From an optimization exercise on the open Yosys and OpenROAD flow, aimed at small area and a short achievable clock period; shortcuts taken in it are not production practice. Function was checked by simulation only, so behaviour that the tests miss may differ from the original.

<file path="design.v">
package ex_types_pkg;
  typedef logic [32-1:0] word_t;
  typedef logic [2*32-1:0] dword_t;
  typedef logic [6-1:0] reg_addr_t;
  typedef logic [5-1:0] shamt_t;
endpackage
package ex_ops_pkg;
  typedef enum logic [3:0] {
    ALU_ADD,
    ALU_SUB,
    ALU_AND,
    ALU_OR,
    ALU_XOR,
    ALU_SLL,
    ALU_SRL,
    ALU_SRA,
    ALU_SLT,
    ALU_SLTU,
    ALU_EQ,
    ALU_NE,
    ALU_LT,
    ALU_GE,
    ALU_LTU,
    ALU_GEU
  } alu_op_e;
  typedef enum logic [1:0] {
    MULT_MUL,
    MULT_MULH,
    MULT_MULHSU,
    MULT_MULHU
  } mult_op_e;
  typedef enum logic {
    MULT_IDLE,
    MULT_HIGH_DONE
  } mult_state_e;
  typedef struct packed {
    alu_op_e op;
    logic [32-1:0] operand_a;
    logic [32-1:0] operand_b;
    logic [32-1:0] operand_c;
  } alu_req_t;
  typedef struct packed {
    mult_op_e op;
    logic [32-1:0] operand_a;
    logic [32-1:0] operand_b;
  } mult_req_t;
  typedef struct packed {
    logic      we;
    logic [6-1:0] waddr;
    logic [32-1:0] data;
  } wb_port_t;
endpackage
`timescale 1ns/10ps
module ex_alu (
  input  ex_ops_pkg::alu_req_t alu_req_i,
  input  logic                 alu_en_i,
  output ex_types_pkg::word_t  result_o,
  output logic                 comparison_result_o
);
  ex_types_pkg::word_t  op_a;
  ex_types_pkg::word_t  op_b;
  ex_types_pkg::shamt_t shamt;
  logic   is_sub;
  ex_types_pkg::word_t  adder_b;
  ex_types_pkg::word_t  adder_result;
  logic   is_equal;
  logic   lt_signed;
  logic   lt_unsigned;
  assign op_a  = alu_req_i.operand_a;
  assign op_b  = alu_req_i.operand_b;
  assign shamt = alu_req_i.operand_b[5-1:0];
  assign is_sub       = (alu_req_i.op == ex_ops_pkg::ALU_SUB);
  assign adder_b      = is_sub ? ~op_b : op_b;
  assign adder_result = op_a + adder_b + ex_types_pkg::word_t'(is_sub);
  assign is_equal    = (op_a == op_b);
  assign lt_signed   = ($signed(op_a) < $signed(op_b));
  assign lt_unsigned = (op_a < op_b);
  always_comb begin
    case (alu_req_i.op)
      ex_ops_pkg::ALU_EQ:           comparison_result_o = is_equal;
      ex_ops_pkg::ALU_NE:           comparison_result_o = ~is_equal;
      ex_ops_pkg::ALU_LT, ex_ops_pkg::ALU_SLT:  comparison_result_o = lt_signed;
      ex_ops_pkg::ALU_GE:           comparison_result_o = ~lt_signed;
      ex_ops_pkg::ALU_LTU, ex_ops_pkg::ALU_SLTU: comparison_result_o = lt_unsigned;
      ex_ops_pkg::ALU_GEU:          comparison_result_o = ~lt_unsigned;
      default:          comparison_result_o = 1'b0;
    endcase
  end
  always_comb begin
    case (alu_req_i.op)
      ex_ops_pkg::ALU_ADD, ex_ops_pkg::ALU_SUB: result_o = adder_result;
      ex_ops_pkg::ALU_AND:          result_o = op_a & op_b;
      ex_ops_pkg::ALU_OR:           result_o = op_a | op_b;
      ex_ops_pkg::ALU_XOR:          result_o = op_a ^ op_b;
      ex_ops_pkg::ALU_SLL:          result_o = op_a << shamt;
      ex_ops_pkg::ALU_SRL:          result_o = op_a >> shamt;
      ex_ops_pkg::ALU_SRA:          result_o = ex_types_pkg::word_t'($signed(op_a) >>> shamt);
      default:          result_o = ex_types_pkg::word_t'(comparison_result_o);
    endcase
  end
endmodule
`timescale 1ns/10ps
module ex_mult (
  input  logic                  clk,
  input  logic                  rst_n,
  input  ex_ops_pkg::mult_req_t mult_req_i,
  input  logic                  mult_en_i,
  input  logic                  ex_ready_i,
  output ex_types_pkg::word_t   result_o,
  output logic                  mult_ready_o,
  output logic                  mult_multicycle_o
);
  ex_ops_pkg::mult_state_e state_q;
  ex_ops_pkg::mult_state_e state_d;
  logic signed [32:0]     op_a_ext;
  logic signed [32:0]     op_b_ext;
  logic signed [2*32+1:0] prod_full;
  ex_types_pkg::dword_t                       product;
  logic  high_op;
  ex_types_pkg::word_t high_q;
  assign op_a_ext = {(mult_req_i.op == ex_ops_pkg::MULT_MULH || mult_req_i.op == ex_ops_pkg::MULT_MULHSU)
                     & mult_req_i.operand_a[32-1], mult_req_i.operand_a};
  assign op_b_ext = {(mult_req_i.op == ex_ops_pkg::MULT_MULH) & mult_req_i.operand_b[32-1],
                     mult_req_i.operand_b};
  assign prod_full = op_a_ext * op_b_ext;
  assign product   = prod_full[2*32-1:0];
  assign high_op = (mult_req_i.op != ex_ops_pkg::MULT_MUL);
  always_comb begin
    state_d = state_q;
    case (state_q)
      ex_ops_pkg::MULT_IDLE: begin
        if (mult_en_i && high_op) begin
          state_d = ex_ops_pkg::MULT_HIGH_DONE;
        end
      end
      ex_ops_pkg::MULT_HIGH_DONE: begin
        if (ex_ready_i) begin
          state_d = ex_ops_pkg::MULT_IDLE;
        end
      end
      default: state_d = ex_ops_pkg::MULT_IDLE;
    endcase
  end
  always_ff @(posedge clk or negedge rst_n) begin
    if (!rst_n) begin
      state_q <= ex_ops_pkg::MULT_IDLE;
    end else begin
      state_q <= state_d;
    end
  end
  always_ff @(posedge clk) begin
    if (state_q == ex_ops_pkg::MULT_IDLE && mult_en_i && high_op) begin
      high_q <= product[2*32-1:32];
    end
  end
  assign mult_ready_o      = !(state_q == ex_ops_pkg::MULT_IDLE && mult_en_i && high_op);
  assign mult_multicycle_o = (state_q == ex_ops_pkg::MULT_HIGH_DONE);
  assign result_o          = mult_multicycle_o ? high_q : product[32-1:0];
endmodule
`timescale 1ns/10ps
module ex_writeback (
  input  logic                    clk,
  input  logic                    rst_n,
  input  logic                    alu_en_i,
  input  logic                    mult_en_i,
  input  logic                    csr_access_i,
  input  ex_types_pkg::word_t     alu_result_i,
  input  ex_types_pkg::word_t     mult_result_i,
  input  ex_types_pkg::word_t     csr_rdata_i,
  input  ex_types_pkg::word_t     lsu_rdata_i,
  input  logic                    regfile_alu_we_i,
  input  logic                    regfile_we_i,
  input  ex_types_pkg::reg_addr_t regfile_alu_waddr_i,
  input  ex_types_pkg::reg_addr_t regfile_waddr_i,
  input  logic                    ex_valid_i,
  input  logic                    wb_ready_i,
  output ex_ops_pkg::wb_port_t    fw_o,
  output ex_ops_pkg::wb_port_t    wb_o
);
  logic      lsu_we_q;
  ex_types_pkg::reg_addr_t lsu_waddr_q;
  ex_types_pkg::word_t     fw_data;
  always_comb begin
    if (csr_access_i) begin
      fw_data = csr_rdata_i;
    end else if (mult_en_i) begin
      fw_data = mult_result_i;
    end else if (alu_en_i) begin
      fw_data = alu_result_i;
    end else begin
      fw_data = '0;
    end
  end
  assign fw_o.we    = regfile_alu_we_i;
  assign fw_o.waddr = regfile_alu_waddr_i;
  assign fw_o.data  = fw_data;
  always_ff @(posedge clk or negedge rst_n) begin
    if (!rst_n) begin
      lsu_we_q    <= 1'b0;
      lsu_waddr_q <= '0;
    end else if (ex_valid_i) begin
      lsu_we_q <= regfile_we_i;
      if (regfile_we_i) begin
        lsu_waddr_q <= regfile_waddr_i;
      end
    end else if (wb_ready_i) begin
      lsu_we_q <= 1'b0;
    end
  end
  assign wb_o.we    = lsu_we_q;
  assign wb_o.waddr = lsu_waddr_q;
  assign wb_o.data  = lsu_rdata_i;
endmodule
`timescale 1ns/10ps
module ex_stage (
  input  logic                    clk,
  input  logic                    rst_n,
  input  ex_ops_pkg::alu_req_t    alu_req_i,
  input  logic                    alu_en_i,
  input  ex_ops_pkg::mult_req_t   mult_req_i,
  input  logic                    mult_en_i,
  input  logic                    csr_access_i,
  input  ex_types_pkg::word_t     csr_rdata_i,
  input  logic                    lsu_en_i,
  input  ex_types_pkg::word_t     lsu_rdata_i,
  input  logic                    regfile_alu_we_i,
  input  ex_types_pkg::reg_addr_t regfile_alu_waddr_i,
  input  logic                    regfile_we_i,
  input  ex_types_pkg::reg_addr_t regfile_waddr_i,
  input  logic                    branch_in_ex_i,
  input  logic                    lsu_ready_ex_i,
  input  logic                    wb_ready_i,
  output ex_ops_pkg::wb_port_t    fw_o,
  output ex_ops_pkg::wb_port_t    wb_o,
  output ex_types_pkg::word_t     jump_target_o,
  output logic                    branch_decision_o,
  output logic                    mult_multicycle_o,
  output logic                    ex_ready_o,
  output logic                    ex_valid_o
);
  ex_types_pkg::word_t alu_result;
  logic  alu_cmp_result;
  ex_types_pkg::word_t mult_result;
  logic  mult_ready;
  logic  units_ready;
  ex_alu i_ex_alu (
    .alu_req_i           (alu_req_i),
    .alu_en_i            (alu_en_i),
    .result_o            (alu_result),
    .comparison_result_o (alu_cmp_result)
  );
  ex_mult i_ex_mult (
    .clk               (clk),
    .rst_n             (rst_n),
    .mult_req_i        (mult_req_i),
    .mult_en_i         (mult_en_i),
    .ex_ready_i        (ex_ready_o),
    .result_o          (mult_result),
    .mult_ready_o      (mult_ready),
    .mult_multicycle_o (mult_multicycle_o)
  );
  ex_writeback i_ex_writeback (
    .clk                 (clk),
    .rst_n               (rst_n),
    .alu_en_i            (alu_en_i),
    .mult_en_i           (mult_en_i),
    .csr_access_i        (csr_access_i),
    .alu_result_i        (alu_result),
    .mult_result_i       (mult_result),
    .csr_rdata_i         (csr_rdata_i),
    .lsu_rdata_i         (lsu_rdata_i),
    .regfile_alu_we_i    (regfile_alu_we_i),
    .regfile_we_i        (regfile_we_i),
    .regfile_alu_waddr_i (regfile_alu_waddr_i),
    .regfile_waddr_i     (regfile_waddr_i),
    .ex_valid_i          (ex_valid_o),
    .wb_ready_i          (wb_ready_i),
    .fw_o                (fw_o),
    .wb_o                (wb_o)
  );
  assign jump_target_o     = alu_req_i.operand_c;
  assign branch_decision_o = alu_cmp_result;
  assign units_ready = mult_ready & lsu_ready_ex_i & wb_ready_i;
  assign ex_ready_o = units_ready | branch_in_ex_i;
  assign ex_valid_o = (alu_en_i | mult_en_i | csr_access_i | lsu_en_i) & units_ready;
endmodule
`timescale 1ns/10ps
module ex_stage_top (
  input  logic        clk,
  input  logic        rst_n,
  input  logic [3:0]  alu_op_i,
  input  logic [31:0] alu_operand_a_i,
  input  logic [31:0] alu_operand_b_i,
  input  logic [31:0] alu_operand_c_i,
  input  logic        alu_en_i,
  input  logic [1:0]  mult_op_i,
  input  logic [31:0] mult_operand_a_i,
  input  logic [31:0] mult_operand_b_i,
  input  logic        mult_en_i,
  input  logic        csr_access_i,
  input  logic [31:0] csr_rdata_i,
  input  logic        lsu_en_i,
  input  logic [31:0] lsu_rdata_i,
  input  logic        regfile_alu_we_i,
  input  logic [5:0]  regfile_alu_waddr_i,
  input  logic        regfile_we_i,
  input  logic [5:0]  regfile_waddr_i,
  input  logic        branch_in_ex_i,
  input  logic        lsu_ready_ex_i,
  input  logic        wb_ready_i,
  output logic        fw_we_o,
  output logic [5:0]  fw_waddr_o,
  output logic [31:0] fw_data_o,
  output logic        wb_we_o,
  output logic [5:0]  wb_waddr_o,
  output logic [31:0] wb_data_o,
  output logic [31:0] jump_target_o,
  output logic        branch_decision_o,
  output logic        mult_multicycle_o,
  output logic        ex_ready_o,
  output logic        ex_valid_o
);
  ex_ops_pkg::alu_req_t  alu_req;
  ex_ops_pkg::mult_req_t mult_req;
  ex_ops_pkg::wb_port_t  fw;
  ex_ops_pkg::wb_port_t  wb;
  assign alu_req.op         = ex_ops_pkg::alu_op_e'(alu_op_i);
  assign alu_req.operand_a  = alu_operand_a_i;
  assign alu_req.operand_b  = alu_operand_b_i;
  assign alu_req.operand_c  = alu_operand_c_i;
  assign mult_req.op        = ex_ops_pkg::mult_op_e'(mult_op_i);
  assign mult_req.operand_a = mult_operand_a_i;
  assign mult_req.operand_b = mult_operand_b_i;
  ex_stage i_ex_stage (
    .clk                 (clk),
    .rst_n               (rst_n),
    .alu_req_i           (alu_req),
    .alu_en_i            (alu_en_i),
    .mult_req_i          (mult_req),
    .mult_en_i           (mult_en_i),
    .csr_access_i        (csr_access_i),
    .csr_rdata_i         (csr_rdata_i),
    .lsu_en_i            (lsu_en_i),
    .lsu_rdata_i         (lsu_rdata_i),
    .regfile_alu_we_i    (regfile_alu_we_i),
    .regfile_alu_waddr_i (regfile_alu_waddr_i),
    .regfile_we_i        (regfile_we_i),
    .regfile_waddr_i     (regfile_waddr_i),
    .branch_in_ex_i      (branch_in_ex_i),
    .lsu_ready_ex_i      (lsu_ready_ex_i),
    .wb_ready_i          (wb_ready_i),
    .fw_o                (fw),
    .wb_o                (wb),
    .jump_target_o       (jump_target_o),
    .branch_decision_o   (branch_decision_o),
    .mult_multicycle_o   (mult_multicycle_o),
    .ex_ready_o          (ex_ready_o),
    .ex_valid_o          (ex_valid_o)
  );
  assign fw_we_o    = fw.we;
  assign fw_waddr_o = fw.waddr;
  assign fw_data_o  = fw.data;
  assign wb_we_o    = wb.we;
  assign wb_waddr_o = wb.waddr;
  assign wb_data_o  = wb.data;
endmodule
</file>
<file path="run.sh">
#!/bin/bash
# synth_recipe.tcl (not shown) runs the flow's synth.tcl, then flattens the netlist and writes it again
# the make line also repeats each setting of config.mk as NAME=value (left out here)
make -C /OpenROAD-flow-scripts/flow DESIGN_CONFIG=/design/flow/config.mk WORK_HOME=/design/flow/orfs CLKGATE_MAP_FILE= SYNTH_SCRIPT=/design/flow/synth_recipe.tcl finish
</file>
<file path="config.mk">
export PLATFORM = sky130hd
export DESIGN_NAME = ex_stage_top
export DESIGN_NICKNAME = ex_stage_top
export VERILOG_FILES = /design/flow/design.v
export SDC_FILE = /design/flow/constraint.sdc
export NUM_CORES = 4
export LEC_CHECK = 0
export CAP_MARGIN = 20
export CORE_MARGIN = 2
export CORE_UTILIZATION = 40
export SLEW_MARGIN = 20
</file>
<file path="constraint.sdc">
create_clock -name core_clock -period 15.0 [get_ports {clk}]
set_input_delay 3.0000 -clock core_clock [delete_from_list [all_inputs] [get_ports {clk}]]
set_output_delay 3.0000 -clock core_clock [all_outputs]
set_load 0.01 [all_outputs]
</file>
==> impl_summary.txt <==
----------------------------------------------------
[STA]
  Final count of pins violating max slew ... 0
  Slew HR ... 0.2600
  Final Cycle Share ... 0.9641
  Final-report hold violation count ... 0
  Worst Max-Slew Pin Slew ... 1082 ps
  Unrepaired setup endpoints after global routing ... no
  Total Negative Setup Slacks ... 0 ps
  Highest achievable clock rate ... 69.15 MHz
  Fin crit period ... roughly 14,000 ps
  Max Clock Skew ... 3.366 ps
  Final setup violation count ... 0

[Clock network]
  Number of buffers created by CTS ... 5
  CTS H-tree lvls ... 2
  Source-to-sink clock delay at the later pin of the worst-skew pair ... 280 ps
  Setup fix buffers added after clock tree synthesis ... 0
  Number of gates given a new drive strength after cts ... 0
  Clock net sink count ... 40
  Number of buffers added to fix hold violations after cts ... 0
  Clock transition time at the flip-flop clock pins of the worst setup and hold paths ... 60 ps
  Worst-case clock buffer depth ... 2
  Cell at the root of the clock tree ... clkbuf_16
  CTS tree ... built

[Global routing]
  Overflow left after global routing ... 0
  Number of antenna violations at the first check in global routing ... 6
  Global-route wire length before repair ... approximately 240,000 um
  Global-route usage over all layers ... 0.2448
  Largest net degree at the start of global routing ... 58
  Via count of the first global-routing pass ... 40,520

[Yosys]
  Top_reg_cell synth ... edfxtp_1
  Number of enable-type register cells in the synthesized netlist ... 32
  Synth Register Bits ... 40
  Syn Nets ... 7,330
  Post-synthesis async set-or-reset flop share ... 0.2000
  Netlist area before placement ... 48,720 um^2
  Sequential cell area fraction in the yosys report ... 0.02383
  Number of distinct standard cells referenced by the synthesized netlist ... 80
  Yosys warning total ... 3
  Per-instance average area after synthesis ... 8.684 um^2
  Number of cells produced by synthesis ... ~5,600

[Routing]
  Drt first pass iters ... 5
  Via density per instance ... 5.309
  Residual DRC ... 0
  WL/cell ... around 21 um
  Detailed-route via count ... between 30,000 and 40,000
  Routed wire length ... 150,200 um
  First-iteration detailed-routing DRC count ... about 2,800
  Post-route antenna net violation count ... 0

[Critical path]
  Sort of element at the start of the critical path ... primary input
  Slowest Stage Delay on Critical Path ... approximately 1000 ps
  Cell occurring most often along the worst timing path ... fa_1
  Ordered cell list for the critical path ... clkdlybuf4s50_1 > buf_4 > nand2_1 > fa_1 > inv_1 > fa_1 > fa_1 > inv_1 > fa_1 > fa_1 > inv_1 > fa_1 > inv_1 > fa_1 > inv_1 > fa_1 > ha_1 > and3_1 > nand2_1 > o21ai_1 > xor2_1 > a2111oi_0 > a211oi_1 > clkdlybuf4s50_1
  CP required ... between 10,000 and 15,000 ps
  Number of buffer and inverter instances along the worst setup path ... 8
  Type of the setup path with the least slack ... primary input to primary output
  Slowest-stage cell, CP ... clkdlybuf4s50_1
  Arrival time of data at the critical path endpoint ... 11,460 ps
  Maximum net fanout on the critical path ... 15
  Crit. End Element ... primary output
  Top Family by Delay on Critical Path ... adder cells

[Die]
  Number of top-level pins ... 367
  Placeable core region ... 121,400 um^2
  Die outline height ... 353.0 um
  Initial standard-cell utilization of the core ... 0.4013
  Area of the die ... 124,600 um^2
  Die Wd ... 353.0 um
  Number of standard-cell rows in the floorplan ... between 100 and 150

[Hold path]
  Hold Path Class ... flip-flop to flip-flop

[Layout]
  Area taken by multi-input logic gates ... ~40,000 um^2
  Number of fill cells ... 12,170
  Layout area overhead ... 7.905%
  FF/Latch Area ... 1162 um^2
  Number of nets in the finished design ... 7,324
  Fraction of final layout cells sized beyond drive strength 1 ... 0.04906
  Commonest cells after routing, fill and taps aside ... inv_1 (1,297), fa_1 (1,125), nand2_1 (920), ha_1 (341), and2_1 (261)
  Leading cell type in the layout, fill and taps excluded ... inv_1

[Job]
  Number of maximum-capacitance constraint violations ... 0

[Placement]
  Final Wtd Congestion ... 0.9512
  HPWL Detailed ... approximately 130,000 um
  PortBufs ... roughly 220

[Run status]
  Run status ... complete, no violations

----------------------------------------------------
## worst paths after layout
check	startpoint	end	slack [ps]	depth (start not counted)
hold reg to reg	i_ex_stage.i_ex_writeback.lsu_we_q$_DFFE_PN0P_	i_ex_stage.i_ex_writeback.lsu_we_q$_DFFE_PN0P_	490	1
setup / recovery	mult_operand_b_i[10]	fw_data_o[29]	540	24
hold / removal	i_ex_stage.i_ex_writeback.lsu_we_q$_DFFE_PN0P_	i_ex_stage.i_ex_writeback.lsu_we_q$_DFFE_PN0P_	490	1
max in group asynchronous	rst_n	i_ex_stage.i_ex_mult.state_q$_DFF_PN0_	11710	1
min in group asynchronous	rst_n	i_ex_stage.i_ex_writeback.lsu_waddr_q[5]$_DFFE_PN0P_	3000	1
setup reg to reg	i_ex_stage.i_ex_mult.state_q$_DFF_PN0_	i_ex_stage.i_ex_writeback.lsu_waddr_q[4]$_DFFE_PN0P_	13020	5
## logic make-up after synthesis
kind of cell,share of synthesized area
buffers and inverters,0.1365
AND/OR/NAND/NOR,0.1437
adder cells (fa/ha/maj),0.5503
AO/OA/AOI/OAI,0.07987
XOR/XNOR,0.02355
multiplexers,0.04227
flip-flops,0.02383
## layout make-up
type                    count  area share
multi-input cells        3881      0.7787
inverters                1300     0.09282
repair buffers            376     0.06436
well taps                1625     0.03868
flip-flops and latches     40     0.02211
clock buffers               5    0.002380
clock inverters             3   0.0008806
diodes                      2  0.00009520
## layer usage
| layer | track usage | share of wire | vias to the layer above |
|---|---|---|---|
| met5 | 0 | 0.00027 | - |
| met4 | 0.06468 | 0.030 | 6 |
| met3 | 0.03307 | 0.072 | 258 |
| met2 | 0.4027 | 0.47 | 1493 |
| met1 | 0.3405 | 0.42 | 19770 |
| li1 | - | - | 16860 |
## registers in the layout (all words and copies together), names as in the netlist
| register | count |
|---|---|
| i_ex_stage.i_ex_writeback.lsu_waddr_q | 6 |
| i_ex_stage.i_ex_writeback.lsu_we_q | 1 |
| i_ex_stage.i_ex_mult.state_q | 1 |
| i_ex_stage.i_ex_mult.high_q | 32 |
## synthesized netlist by cell type, types with 17 or more instances
master,instances,area share
inv_1,1297,0.10
fa_1,1126,0.46
nand2_1,920,0.071
ha_1,341,0.088
clkbuf_1,286,0.022
and2_1,261,0.034
a21oi_1,171,0.018
nor2_1,163,0.013
o21ai_0,134,0.014
xnor2_1,99,0.018
buf_4,78,0.012
mux4_2,66,0.031
a21o_1,65,0.010
nor3_1,39,0.0040
mux2i_1,37,0.0076
and3_1,33,0.0042
edfxtp_1,32,0.020
xor2_1,32,0.0058
nand3_1,31,0.0032
a221oi_1,29,0.0052
a22oi_1,24,0.0037
a211oi_1,19,0.0029
a31oi_1,19,0.0024
mux2_2,18,0.0042
nor2b_1,18,0.0023
o21bai_1,18,0.0028
or3_1,17,0.0022
## metrics by stage
step           setup WS [ps]  instances  area, um^2  hold slack [ps]    util
2_1_floorplan           2240       5610       48720            521.0       -
3_3_place_gp           523.3       7222       52390            465.4  0.4316
3_5_place_dp           502.2       7222       52390            476.5  0.4316
4_1_cts                479.0       7230       52560            491.2  0.4330
5_1_grt                96.80       7231       52570            510.5  0.4330
6_report               537.8       7232       52570            486.2  0.4330

[static timing again, ports no longer ideal]
How much do the figures lean on ideal ports? The routed layout below was timed once more, with nothing changed but the port constraints.
Step 1 (the two cells are an assumption about what drives the block):
set clk [get_ports {clk}]
set_driving_cell -lib_cell sky130_fd_sc_hd__clkbuf_16 $clk
set_driving_cell -lib_cell sky130_fd_sc_hd__buf_2 [delete_from_list [all_inputs] $clk]
Step 2 adds t to the input delays and takes it off the output delays; t is the mean of the earliest and latest rising clock arrival at the registers after step 1. Input paths then give back, and output paths get back, about the clock's delay inside the block.
a / b / c = ideal / step 1 / step 2; a / b = the first two.
shift t [ns]: 0.327
slack for setup (ns): 0.538 / 0.476 / 0.476
pins driven straight from the clock port: 1
After both steps setup and hold are still met in this run. The setup slack of this run moves by -0.062 ns with the drivers and by -0.062 ns with both steps.
